From an optimization exercise on the open Yosys and OpenROAD flow, aimed at small area; shortcuts taken in it are not production practice. In this exercise RTL edits were held to simulation tests only and were not proved equivalent to the original. Power figures rest on the tool's default switching activity, not on a simulated workload.

== north ==
==> flow/design.v <==
module proto_field_packer #(
    parameter int FIFO_DEPTH = 16,
    parameter int FIELD_W    = 5,
    parameter int DATA_W     = 64
) (
    input  logic                            clk_i,
    input  logic                            reset_ni,
    input  logic                            in_valid_i,
    input  logic [FIELD_W-1:0]              in_field_num_i,
    input  logic [7:0]                      in_byte_sel_i,
    input  logic [DATA_W-1:0]               in_val_i,
    input  logic                            in_raw_byte_i,
    input  logic                            flush_i,
    output logic                            out_valid_o,
    input  logic                            out_ready_i,
    output logic [FIELD_W-1:0]              out_field_num_o,
    output logic [7:0]                      out_byte_sel_o,
    output logic [DATA_W-1:0]               out_data_o,
    output logic                            out_last_o,
    output logic [$clog2(FIFO_DEPTH):0]     fifo_count_o,
    output logic                            overflow_o
);
    localparam int AW    = $clog2(FIFO_DEPTH);
    localparam int CW    = AW + 1;
    localparam int NS    = FIFO_DEPTH + 1;    
    localparam int NL    = DATA_W / 8;        
    localparam logic [CW-1:0] DEPTH_C = CW'(FIFO_DEPTH);
    logic [1:0] rst_sync_reg;
    logic       rst_n;
    always_ff @(posedge clk_i or negedge reset_ni) begin
        if (!reset_ni) rst_sync_reg <= 2'b00;
        else           rst_sync_reg <= {rst_sync_reg[0], 1'b1};
    end
    assign rst_n = rst_sync_reg[1];
    logic               open_reg;           
    logic [FIELD_W-1:0] field_reg;          
    logic [2:0]         nb_reg;             
    logic scalar, raw_v, same, raw_new, raw_cont, raw_app, open_item;
    logic emit_old, emit_flush, drop, pop;
    logic [1:0] n_enq, push_n;
    logic [CW-1:0] count_reg;
    assign scalar    = in_valid_i && !in_raw_byte_i;
    assign raw_v     = in_valid_i && in_raw_byte_i;
    assign same      = open_reg && (in_field_num_i == field_reg);
    assign raw_new   = raw_v && !same;                       
    assign raw_cont  = raw_v && same && (nb_reg == 3'd0);    
    assign raw_app   = raw_v && same && (nb_reg != 3'd0);    
    assign open_item = in_valid_i ? in_raw_byte_i : open_reg;
    assign emit_old  = open_reg && (scalar || raw_new || raw_cont);
    assign emit_flush = flush_i && open_item;
    assign n_enq     = 2'(emit_old) + 2'(scalar | emit_flush);
    assign drop      = (DEPTH_C - count_reg) < CW'(n_enq);
    assign push_n    = drop ? 2'd0 : n_enq;
    assign pop       = out_valid_o && out_ready_i;
    always_ff @(posedge clk_i or negedge rst_n) begin
        if (!rst_n) open_reg <= 1'b0;
        else        open_reg <= open_item && !flush_i;
    end
    always_ff @(posedge clk_i) begin
        if (raw_new) field_reg <= in_field_num_i;
        if (raw_new || raw_cont) nb_reg <= 3'd1;
        else if (raw_app)        nb_reg <= nb_reg + 3'd1;
    end
    localparam int PW = $clog2(NS);
    logic [PW-1:0] wr_reg, wr_p1, wr_p2;
    logic [NS-1:0] wr_oh, rd_oh, wr_inc, pos_full;
    logic          overflow_reg;
    assign wr_p1 = (wr_reg == PW'(NS-1)) ? '0 : wr_reg + PW'(1);
    assign wr_p2 = (wr_reg == PW'(NS-1)) ? PW'(1) : (wr_reg == PW'(NS-2)) ? '0 : wr_reg + PW'(2);
    always_comb begin
        for (int s = 0; s < NS; s++) begin
            wr_oh[s] = (wr_reg == PW'(s));
        end
    end
    assign wr_inc   = {wr_oh[NS-2:0], wr_oh[NS-1]};
    assign pos_full = (emit_old && !drop) ? wr_inc : wr_oh;
    always_ff @(posedge clk_i or negedge rst_n) begin
        if (!rst_n) begin
            wr_reg       <= '0;
            rd_oh        <= NS'(1);
            count_reg    <= '0;
            overflow_reg <= 1'b0;
        end else begin
            case (push_n)
                2'd1:    wr_reg <= wr_p1;
                2'd2:    wr_reg <= wr_p2;
                default: wr_reg <= wr_reg;
            endcase
            if (pop) rd_oh <= {rd_oh[NS-2:0], rd_oh[NS-1]};
            count_reg    <= count_reg + CW'(push_n) - CW'(pop);
            overflow_reg <= overflow_reg | drop;
        end
    end
    logic       full_we;
    logic [7:0] bus_sel;
    logic [7:0] bus_lane [NL];
    logic [NL-1:0] app_lane;
    assign full_we    = scalar || raw_new || raw_cont;
    assign bus_lane[0] = in_val_i[7:0];
    assign bus_sel[0]  = in_raw_byte_i || in_byte_sel_i[0];
    genvar gl;
    generate
        for (gl = 1; gl < NL; gl++) begin : g_bus
            assign bus_lane[gl] = in_raw_byte_i ? (raw_app ? in_val_i[7:0] : 8'h00) : in_val_i[gl*8 +: 8];
            assign bus_sel[gl]  = in_raw_byte_i ? raw_app : in_byte_sel_i[gl];
        end
        for (gl = 0; gl < NL; gl++) begin : g_app
            assign app_lane[gl] = raw_app && (nb_reg == 3'(gl));
        end
    endgenerate
    logic [FIELD_W-1:0] s_field [NS];
    logic [7:0]         s_sel   [NS];
    logic [7:0]         s_data  [NS][NL];
    logic               s_last  [NS];
    genvar gs;
    generate
        for (gs = 0; gs < NS; gs++) begin : g_slot
            logic fw, lz;
            assign fw = full_we && pos_full[gs];
            assign lz = raw_cont && !drop && wr_oh[gs];
            always_ff @(posedge clk_i) begin
                if (fw) s_field[gs] <= in_field_num_i;
                if (fw || lz) s_last[gs] <= fw;
            end
            for (gl = 0; gl < NL; gl++) begin : g_lane
                logic en;
                assign en = fw || (wr_oh[gs] && app_lane[gl]);
                always_ff @(posedge clk_i) begin
                    if (en) begin
                        s_data[gs][gl]  <= bus_lane[gl];
                        s_sel[gs][gl]   <= bus_sel[gl];
                    end
                end
            end
        end
    endgenerate
    always_comb begin
        out_field_num_o = '0;
        out_byte_sel_o  = '0;
        out_data_o      = '0;
        out_last_o      = 1'b0;
        for (int s = 0; s < NS; s++) begin
            out_field_num_o = out_field_num_o | (s_field[s] & {FIELD_W{rd_oh[s]}});
            out_byte_sel_o  = out_byte_sel_o  | (s_sel[s]   & {8{rd_oh[s]}});
            out_last_o      = out_last_o      | (s_last[s]  & rd_oh[s]);
            for (int l = 0; l < NL; l++)
                out_data_o[l*8 +: 8] = out_data_o[l*8 +: 8] | (s_data[s][l] & {8{rd_oh[s]}});
        end
    end
    assign out_valid_o  = (count_reg != '0);
    assign fifo_count_o = count_reg;
    assign overflow_o   = overflow_reg;
endmodule
Settings: LEC_CHECK=0, CAP_MARGIN=20, CORE_MARGIN=2, CORE_UTILIZATION=65, SLEW_MARGIN=20; clock period 6.0 ns.
standard.sh (not shown) runs the stock make flow with config.mk's settings and CLKGATE_MAP_FILE= SYNTH_SCRIPT=/design/flow/synth_recipe.tcl, a recipe that flattens the netlist after the stock synthesis.
==> flow/flow/run.sh <==
#!/bin/bash
# Standard ORFS layout with three changes:
#  - after the standard synthesis, the combinational logic is re-mapped for area (flow/resyn.tcl);
#    every register keeps its instance name and cell type;
#  - the CTS adds no dummy loads and clusters up to 26 sinks per buffer;
#  - ports get buf_1 buffers.
set -euo pipefail
HERE=$(pwd)
R=$HERE/orfs/results/$FLOW_PLATFORM/proto_field_packer/base
bash standard.sh synth > make_synth.log 2>&1
cp $R/1_2_yosys.v $HERE/standard_synth.v
RESYN_IN=$HERE/standard_synth.v RESYN_OUT=$R/1_2_yosys.v RESYN_ABC=$HERE/flow/area.abc \
  yosys -c $HERE/flow/resyn.tcl > yosys_resyn.log 2>&1
rm -f $R/1_synth.odb $R/1_synth.sdc
bash standard.sh \
  "CTS_ARGS=-sink_clustering_enable -repair_clock_nets -dont_use_dummy_load -sink_clustering_size 26 -sink_clustering_max_diameter 100" \
  "BUFFER_PORTS_ARGS=-buffer_cell sky130_fd_sc_hd__buf_1" \
  finish > make_finish.log 2>&1
==> flow/flow/area.abc <==
&get -n
&st
&syn2
&dch -f
&nf -R 1000 -a
&put
==> flow/flow/resyn.tcl <==
# Re-maps the combinational logic of the standard synthesis netlist for area.
# Registers, tie cells and their instance names are kept exactly as the standard synthesis made them.
yosys -import
set lib $::env(FLOW_HOME)/platforms/sky130hd/lib/sky130_fd_sc_hd__tt_025C_1v80.lib
set top $::env(FLOW_TOP)
set in  $::env(RESYN_IN)
set out $::env(RESYN_OUT)
set abc_script $::env(RESYN_ABC)

read_liberty -ignore_miss_func $lib
read_verilog -defer $in
hierarchy -top $top
# Keep every sequential cell and the tie cells as they are.
set keep {}
foreach cell {dfxtp dfrtp dfstp dfrbp dfsbp dfbbp dfbbn dfrtn dfxbp edfxtp edfxbp sdfxtp sdfrtp sdfstp sedfxtp dlxtp dlxtn dlxbn dlxbp dlrtp dlrtn conb} {
  lappend keep "sky130_fd_sc_hd__${cell}_*"
}
foreach pat $keep { catch { setattr -mod -set blackbox 1 =$pat } }
flatten
delete t:\$scopeinfo
opt_clean -purge
set du {}
foreach c {sky130_fd_sc_hd__probe_p_8 sky130_fd_sc_hd__probec_p_8 sky130_fd_sc_hd__lpflow_*} { lappend du -dont_use $c }
abc -liberty $lib {*}$du -script $abc_script
opt_clean -purge
setundef -zero
hilomap -singleton -hicell sky130_fd_sc_hd__conb_1 HI -locell sky130_fd_sc_hd__conb_1 LO
insbuf -buf sky130_fd_sc_hd__buf_4 A X
splitnets
opt_clean -purge
tee -o resyn_stat.txt stat -liberty $lib
select -module $top
write_verilog -noattr -nohex -nodec -selected $out
Here is what was changed in the inputs of south compared with north.
diff --git a/flow/config.mk b/flow/config.mk
--- a/flow/config.mk
+++ b/flow/config.mk
@@ -8,4 +8,4 @@
 export CAP_MARGIN = 20
 export CORE_MARGIN = 2
-export CORE_UTILIZATION = 65
+export CORE_UTILIZATION = 75
 export SLEW_MARGIN = 20
Findings:
In terms of total power, north and south differ only marginally. On final hold slack, south does worse than north. Going from north to south, per-cell via count in the routed design +about 7%; proportion of layout cells with a drive suffix above 1 now smaller; clock power decreased about 1%; clock network fraction of total power now sits lower; fmax down 4.9%. Cell area | south vs north | south smaller.
Here is what was changed in the inputs of east compared with south.
diff --git a/flow/flow/run.sh b/flow/flow/run.sh
--- a/flow/flow/run.sh
+++ b/flow/flow/run.sh
@@ -3,5 +3,5 @@
 #  - after the standard synthesis, the combinational logic is re-mapped for area (flow/resyn.tcl);
 #    every register keeps its instance name and cell type;
-#  - the CTS adds no dummy loads and clusters up to 26 sinks per buffer;
+#  - the CTS adds no dummy loads and clusters up to 14 sinks per clkbuf_8;
 #  - ports get buf_1 buffers.
 set -euo pipefail
@@ -14,5 +14,5 @@
 rm -f $R/1_synth.odb $R/1_synth.sdc
 bash standard.sh \
-  "CTS_ARGS=-sink_clustering_enable -repair_clock_nets -dont_use_dummy_load -sink_clustering_size 26 -sink_clustering_max_diameter 100" \
+  "CTS_ARGS=-sink_clustering_enable -repair_clock_nets -dont_use_dummy_load -sink_clustering_size 14 -sink_clustering_max_diameter 100 -buf_list sky130_fd_sc_hd__clkbuf_8" \
   "BUFFER_PORTS_ARGS=-buffer_cell sky130_fd_sc_hd__buf_1" \
   finish > make_finish.log 2>&1
diff --git a/flow/config.mk b/flow/config.mk
--- a/flow/config.mk
+++ b/flow/config.mk
@@ -8,4 +8,4 @@
 export CAP_MARGIN = 20
 export CORE_MARGIN = 2
-export CORE_UTILIZATION = 75
+export CORE_UTILIZATION = 65
 export SLEW_MARGIN = 20
Results
- Compare east and south | met1 wire length lower: south
- Looking at number of fillers in the final layout, east sits about 50% above south.
- Combinational group share of total power: south vs east — no meaningful difference
- In the reports for east and south, the larger final design utilization belongs to south.
- Diff east and south: minimum setup slack in the final design lower in south
- Going from south to east, the maximum level of the CTS H-tree was found to have gone up by 1.
- Number of clock buffer instances in the layout of east exceeds that of south by more than half.
- Against south, east comes in 0.06 ns higher on slack of the worst reg-to-reg path.
- east vs south, time the final worst path needs with I/O delays and setup went down by 0.11 ns.
- Wire: east routes more than south
- Between east and south, met3 usage is lower for east, south comes in above that.
Here is what was changed in the inputs of west compared with east.
==> flow/flow/run.sh <==
#!/bin/bash
# Standard ORFS layout with two changes: the CTS adds no dummy loads, and ports get buf_1 buffers.
set -euo pipefail
bash standard.sh \
  "CTS_ARGS=-sink_clustering_enable -repair_clock_nets -dont_use_dummy_load -sink_clustering_size 30 -sink_clustering_max_diameter 60" \
  "BUFFER_PORTS_ARGS=-buffer_cell sky130_fd_sc_hd__buf_1" \
  finish > make_finish.log 2>&1
removed: flow/flow/area.abc
removed: flow/flow/resyn.tcl
==> comparison <==
Compared with east, in west length in cells of the worst reg-to-reg path climbed 1; die area increased by 4.4% relative to the old numbers; number of multi-input combinational cells rose by 15%; global-route track usage on met1 went down 0.52 points.
Combinational share of power, west and east, higher one = west.
Compared with east, west shows part of the total power dissipated in the clock network higher by 2.1 points.
Delta (west minus east): number of buffers created by CTS has decreased, fmax has decreased.

port drivers added, routing unchanged:
The results above use ideal ports. As a check the final layouts listed here were re-extracted and re-timed, cells and wires unchanged.
Step 1 assumes that a clkbuf_16 drives the clock port and a buf_2 every other input.
Step 2, shift: input delay + t, output delay - t, t = (earliest + latest rising clock arrival at the registers) / 2. This alone moves slack from input paths to output paths.
Slacks: no drivers / after step 1 / after step 2; pairs: no drivers / after step 1.
| run | shift t [ns] | setup WS [ns] | pins driven straight from the clock port |
|---|---|---|---|
| north | 0.737 | 1.082 / 1.121 / 0.384 | 1 |
| south | 0.728 | 0.830 / 0.876 / 0.147 | 1 |
| east | 0.805 | 0.942 / 0.984 / 0.178 | 1 |
| west | 0.711 | 0.803 / 0.849 / 0.138 | 1 |
After both steps setup and hold are still met in every run listed. The setup slack of east, which loses most, moves by +0.042 ns with the drivers and by -0.764 ns with both steps.
